This is an optimization exercise on Yosys and OpenROAD, whose aim is small area and a short achievable clock period, not a production implementation.
The RTL was checked by simulation tests, not by an equivalence proof against the original design.
Power and IR drop assume default switching activity.

==> flow/design.v (excerpt) <==
module pmp_top (
   input  logic                 clk,
   input  logic                 reset,
   input  logic                 awvalid,
   input  logic [13:0]          awaddr,
   output logic                 awready,
   input  logic                 wvalid,
   input  logic [31:0]          wdata,
   input  logic [3:0]           wstrb,
   output logic                 wready,
   output logic                 bvalid,
   output logic [1:0]           bresp,
   input  logic                 bready,
   input  logic                 arvalid,
   input  logic [13:0]          araddr,
   output logic                 arready,
   output logic                 rvalid,
   output logic [31:0]          rdata,
   output logic [1:0]           rresp,
   input  logic                 rready,
   input  logic                 check_valid,
   input  logic [32:0]          check_req,
   output logic                 resp_valid,
   output logic [5:0]           resp
);
Size in the first run: about 4200 cells after synthesis, roughly 150 I/O pins, about 0.036 mm² of cells after synthesis.
Settings: LEC_CHECK=0, CAP_MARGIN=20, CORE_MARGIN=2, CORE_UTILIZATION=60, CTS_CLUSTER_DIAMETER=150, CTS_CLUSTER_SIZE=24, SETUP_SLACK_MARGIN=3.2, SLEW_MARGIN=20, SYNTH_HIERARCHICAL=1; clock period 7.0 ns.
standard.sh (not shown) runs the stock make flow with config.mk's settings and CLKGATE_MAP_FILE= SYNTH_SCRIPT=/design/flow/synth_recipe.tcl, a recipe that flattens the netlist after the stock synthesis.
==> flow/flow/run.sh <==
#!/bin/bash
# Standard layout, with the slow stacked complex cells kept out of the
# netlist: flow/dont_use.txt lists the platform's own don't-use cells plus
# those.
set -e
cp standard.sh standard_sh.txt
bash standard.sh DONT_USE_CELLS="$(tr '\n' ' ' < flow/dont_use.txt)" finish > standard.log 2>&1
==> flow/flow/dont_use.txt <==
sky130_fd_sc_hd__probe_p_8
sky130_fd_sc_hd__probec_p_8
sky130_fd_sc_hd__lpflow_bleeder_1
sky130_fd_sc_hd__lpflow_clkbufkapwr_1
sky130_fd_sc_hd__lpflow_clkbufkapwr_16
sky130_fd_sc_hd__lpflow_clkbufkapwr_2
sky130_fd_sc_hd__lpflow_clkbufkapwr_4
sky130_fd_sc_hd__lpflow_clkbufkapwr_8
sky130_fd_sc_hd__lpflow_clkinvkapwr_1
sky130_fd_sc_hd__lpflow_clkinvkapwr_16
sky130_fd_sc_hd__lpflow_clkinvkapwr_2
sky130_fd_sc_hd__lpflow_clkinvkapwr_4
sky130_fd_sc_hd__lpflow_clkinvkapwr_8
sky130_fd_sc_hd__lpflow_decapkapwr_12
sky130_fd_sc_hd__lpflow_decapkapwr_3
sky130_fd_sc_hd__lpflow_decapkapwr_4
sky130_fd_sc_hd__lpflow_decapkapwr_6
sky130_fd_sc_hd__lpflow_decapkapwr_8
sky130_fd_sc_hd__lpflow_inputiso0n_1
sky130_fd_sc_hd__lpflow_inputiso0p_1
sky130_fd_sc_hd__lpflow_inputiso1n_1
sky130_fd_sc_hd__lpflow_inputiso1p_1
sky130_fd_sc_hd__lpflow_inputisolatch_1
sky130_fd_sc_hd__lpflow_isobufsrc_1
sky130_fd_sc_hd__lpflow_isobufsrc_16
sky130_fd_sc_hd__lpflow_isobufsrc_2
sky130_fd_sc_hd__lpflow_isobufsrc_4
sky130_fd_sc_hd__lpflow_isobufsrc_8
sky130_fd_sc_hd__lpflow_isobufsrckapwr_16
sky130_fd_sc_hd__lpflow_lsbuf_lh_hl_isowell_tap_1
sky130_fd_sc_hd__lpflow_lsbuf_lh_hl_isowell_tap_2
sky130_fd_sc_hd__lpflow_lsbuf_lh_hl_isowell_tap_4
sky130_fd_sc_hd__lpflow_lsbuf_lh_isowell_4
sky130_fd_sc_hd__lpflow_lsbuf_lh_isowell_tap_1
sky130_fd_sc_hd__lpflow_lsbuf_lh_isowell_tap_2
sky130_fd_sc_hd__lpflow_lsbuf_lh_isowell_tap_4
sky130_fd_sc_hd__a2111o_1
sky130_fd_sc_hd__a2111o_2
sky130_fd_sc_hd__a2111o_4
sky130_fd_sc_hd__a2111oi_0
sky130_fd_sc_hd__a2111oi_1
sky130_fd_sc_hd__a2111oi_2
sky130_fd_sc_hd__a2111oi_4
sky130_fd_sc_hd__a221oi_1
sky130_fd_sc_hd__a221oi_2
sky130_fd_sc_hd__a221oi_4
sky130_fd_sc_hd__a222oi_1
sky130_fd_sc_hd__a311oi_1
sky130_fd_sc_hd__a311oi_2
sky130_fd_sc_hd__a311oi_4
sky130_fd_sc_hd__a32oi_1
sky130_fd_sc_hd__a32oi_2
sky130_fd_sc_hd__a32oi_4
sky130_fd_sc_hd__a41oi_1
sky130_fd_sc_hd__a41oi_2
sky130_fd_sc_hd__a41oi_4
sky130_fd_sc_hd__nor4b_1
sky130_fd_sc_hd__nor4b_2
sky130_fd_sc_hd__nor4b_4
sky130_fd_sc_hd__nor4bb_1
sky130_fd_sc_hd__nor4bb_2
sky130_fd_sc_hd__nor4bb_4
sky130_fd_sc_hd__o2111a_1
sky130_fd_sc_hd__o2111a_2
sky130_fd_sc_hd__o2111a_4
sky130_fd_sc_hd__o2111ai_1
sky130_fd_sc_hd__o2111ai_2
sky130_fd_sc_hd__o2111ai_4
sky130_fd_sc_hd__o221ai_1
sky130_fd_sc_hd__o221ai_2
sky130_fd_sc_hd__o221ai_4
sky130_fd_sc_hd__o311ai_0
sky130_fd_sc_hd__o311ai_1
sky130_fd_sc_hd__o311ai_2
sky130_fd_sc_hd__o311ai_4
sky130_fd_sc_hd__o32ai_1
sky130_fd_sc_hd__o32ai_2
sky130_fd_sc_hd__o32ai_4
sky130_fd_sc_hd__o41ai_1
sky130_fd_sc_hd__o41ai_2
sky130_fd_sc_hd__o41ai_4
sky130_fd_sc_hd__or3_1
sky130_fd_sc_hd__or3_2
sky130_fd_sc_hd__or3_4
sky130_fd_sc_hd__or3b_1
sky130_fd_sc_hd__or3b_2
sky130_fd_sc_hd__or3b_4
sky130_fd_sc_hd__or4_1
sky130_fd_sc_hd__or4_2
sky130_fd_sc_hd__or4_4
sky130_fd_sc_hd__or4b_1
sky130_fd_sc_hd__or4b_2
sky130_fd_sc_hd__or4b_4
sky130_fd_sc_hd__or4bb_1
sky130_fd_sc_hd__or4bb_2
sky130_fd_sc_hd__or4bb_4
sky130_fd_sc_hd__a21bo_1
sky130_fd_sc_hd__a21bo_2
sky130_fd_sc_hd__a21bo_4
sky130_fd_sc_hd__a221o_1
sky130_fd_sc_hd__a221o_2
sky130_fd_sc_hd__a221o_4
sky130_fd_sc_hd__a2bb2o_1
sky130_fd_sc_hd__a2bb2o_2
sky130_fd_sc_hd__a2bb2o_4
sky130_fd_sc_hd__a311o_1
sky130_fd_sc_hd__a311o_2
sky130_fd_sc_hd__a311o_4
sky130_fd_sc_hd__a31o_1
sky130_fd_sc_hd__a31o_2
sky130_fd_sc_hd__a31o_4
sky130_fd_sc_hd__a32o_1
sky130_fd_sc_hd__a32o_2
sky130_fd_sc_hd__a32o_4
sky130_fd_sc_hd__a41o_1
sky130_fd_sc_hd__a41o_2
sky130_fd_sc_hd__a41o_4
sky130_fd_sc_hd__and4_1
sky130_fd_sc_hd__and4_2
sky130_fd_sc_hd__and4_4
sky130_fd_sc_hd__and4b_1
sky130_fd_sc_hd__and4b_2
sky130_fd_sc_hd__and4b_4
sky130_fd_sc_hd__and4bb_1
sky130_fd_sc_hd__and4bb_2
sky130_fd_sc_hd__and4bb_4
sky130_fd_sc_hd__nand4b_1
sky130_fd_sc_hd__nand4b_2
sky130_fd_sc_hd__nand4b_4
sky130_fd_sc_hd__nand4bb_1
sky130_fd_sc_hd__nand4bb_2
sky130_fd_sc_hd__nand4bb_4
sky130_fd_sc_hd__nor4_1
sky130_fd_sc_hd__nor4_2
sky130_fd_sc_hd__nor4_4
sky130_fd_sc_hd__o21ba_1
sky130_fd_sc_hd__o21ba_2
sky130_fd_sc_hd__o21ba_4
sky130_fd_sc_hd__o221a_1
sky130_fd_sc_hd__o221a_2
sky130_fd_sc_hd__o221a_4
sky130_fd_sc_hd__o2bb2a_1
sky130_fd_sc_hd__o2bb2a_2
sky130_fd_sc_hd__o2bb2a_4
sky130_fd_sc_hd__o311a_1
sky130_fd_sc_hd__o311a_2
sky130_fd_sc_hd__o311a_4
sky130_fd_sc_hd__o31a_1
sky130_fd_sc_hd__o31a_2
sky130_fd_sc_hd__o31a_4
sky130_fd_sc_hd__o32a_1
sky130_fd_sc_hd__o32a_2
sky130_fd_sc_hd__o32a_4
sky130_fd_sc_hd__o41a_1
sky130_fd_sc_hd__o41a_2
sky130_fd_sc_hd__o41a_4
sky130_fd_sc_hd__or2b_1
sky130_fd_sc_hd__or2b_2
sky130_fd_sc_hd__or2b_4
Next try:
--- a/flow/flow/dont_use.txt
+++ b/flow/flow/dont_use.txt
@@ -96,64 +96 @@
 sky130_fd_sc_hd__or4bb_4
-sky130_fd_sc_hd__a21bo_1
-sky130_fd_sc_hd__a21bo_2
-sky130_fd_sc_hd__a21bo_4
-sky130_fd_sc_hd__a221o_1
-sky130_fd_sc_hd__a221o_2
-sky130_fd_sc_hd__a221o_4
-sky130_fd_sc_hd__a2bb2o_1
-sky130_fd_sc_hd__a2bb2o_2
-sky130_fd_sc_hd__a2bb2o_4
-sky130_fd_sc_hd__a311o_1
-sky130_fd_sc_hd__a311o_2
-sky130_fd_sc_hd__a311o_4
-sky130_fd_sc_hd__a31o_1
-sky130_fd_sc_hd__a31o_2
-sky130_fd_sc_hd__a31o_4
-sky130_fd_sc_hd__a32o_1
-sky130_fd_sc_hd__a32o_2
-sky130_fd_sc_hd__a32o_4
-sky130_fd_sc_hd__a41o_1
-sky130_fd_sc_hd__a41o_2
-sky130_fd_sc_hd__a41o_4
-sky130_fd_sc_hd__and4_1
-sky130_fd_sc_hd__and4_2
-sky130_fd_sc_hd__and4_4
-sky130_fd_sc_hd__and4b_1
-sky130_fd_sc_hd__and4b_2
-sky130_fd_sc_hd__and4b_4
-sky130_fd_sc_hd__and4bb_1
-sky130_fd_sc_hd__and4bb_2
-sky130_fd_sc_hd__and4bb_4
-sky130_fd_sc_hd__nand4b_1
-sky130_fd_sc_hd__nand4b_2
-sky130_fd_sc_hd__nand4b_4
-sky130_fd_sc_hd__nand4bb_1
-sky130_fd_sc_hd__nand4bb_2
-sky130_fd_sc_hd__nand4bb_4
-sky130_fd_sc_hd__nor4_1
-sky130_fd_sc_hd__nor4_2
-sky130_fd_sc_hd__nor4_4
-sky130_fd_sc_hd__o21ba_1
-sky130_fd_sc_hd__o21ba_2
-sky130_fd_sc_hd__o21ba_4
-sky130_fd_sc_hd__o221a_1
-sky130_fd_sc_hd__o221a_2
-sky130_fd_sc_hd__o221a_4
-sky130_fd_sc_hd__o2bb2a_1
-sky130_fd_sc_hd__o2bb2a_2
-sky130_fd_sc_hd__o2bb2a_4
-sky130_fd_sc_hd__o311a_1
-sky130_fd_sc_hd__o311a_2
-sky130_fd_sc_hd__o311a_4
-sky130_fd_sc_hd__o31a_1
-sky130_fd_sc_hd__o31a_2
-sky130_fd_sc_hd__o31a_4
-sky130_fd_sc_hd__o32a_1
-sky130_fd_sc_hd__o32a_2
-sky130_fd_sc_hd__o32a_4
-sky130_fd_sc_hd__o41a_1
-sky130_fd_sc_hd__o41a_2
-sky130_fd_sc_hd__o41a_4
-sky130_fd_sc_hd__or2b_1
-sky130_fd_sc_hd__or2b_2
-sky130_fd_sc_hd__or2b_4
- SETUP_SLACK_MARGIN: 3.2 -> 3.4
Outcome: Maximum frequency came out higher by 3.1%. Clock power barely changes. Synthesized area came out higher by 1.3%. Total power came out higher by 0.91%. Utilization came out higher by 0.88 points. Routed wire length came out higher by 6.4%. Die area came out higher by 1.2%. Final cell count came out lower by 1.7%. Sequential share of layout area came out lower by 0.88 points.
Next try:
- SETUP_SLACK_MARGIN: 3.4 -> 3.8
After rerunning: Global-route usage rose by 3.0 points. Non-clock buffer count rose by 41. Routed wire length rose by 1.4%.

==> afterwards: timing with drivers on the ports <==
Ports are ideal in the flow. The routed layouts listed here were re-timed in OpenROAD. Step 1 assumes that a clkbuf_16 drives the clock port and a buf_2 every other input. Step 2 adds t to the input delays and takes it off the output delays; t is the mean of the earliest and latest rising clock arrival at the registers after step 1. Input paths then give back, and output paths get back, about the clock's delay inside the block. a / b / c = ideal ports / drivers / drivers and shift; a / b = the first two.
| run | t, ns | setup slack, ns | hold WS [ns] | worst setup path after step 2 | worst register clock-pin slew, ns |
|---|---|---|---|---|---|
| the first run | 0.706 | 3.145 / 3.048 / 2.342 | 0.345 / 0.345 / 0.345 | input to register | 0.11 / 0.11 |
| the second run | 0.708 | 3.262 / 3.137 / 2.429 | 0.351 / 0.351 / 0.351 | input to register | 0.11 / 0.11 |
| the third run | 0.724 | 3.302 / 3.148 / 2.424 | 0.352 / 0.352 / 0.352 | input to register | 0.11 / 0.11 |
After both steps every run listed still meets setup and hold. For the third run, which loses most, drivers alone change the setup slack by -0.154 ns; drivers and shift together by -0.878 ns.
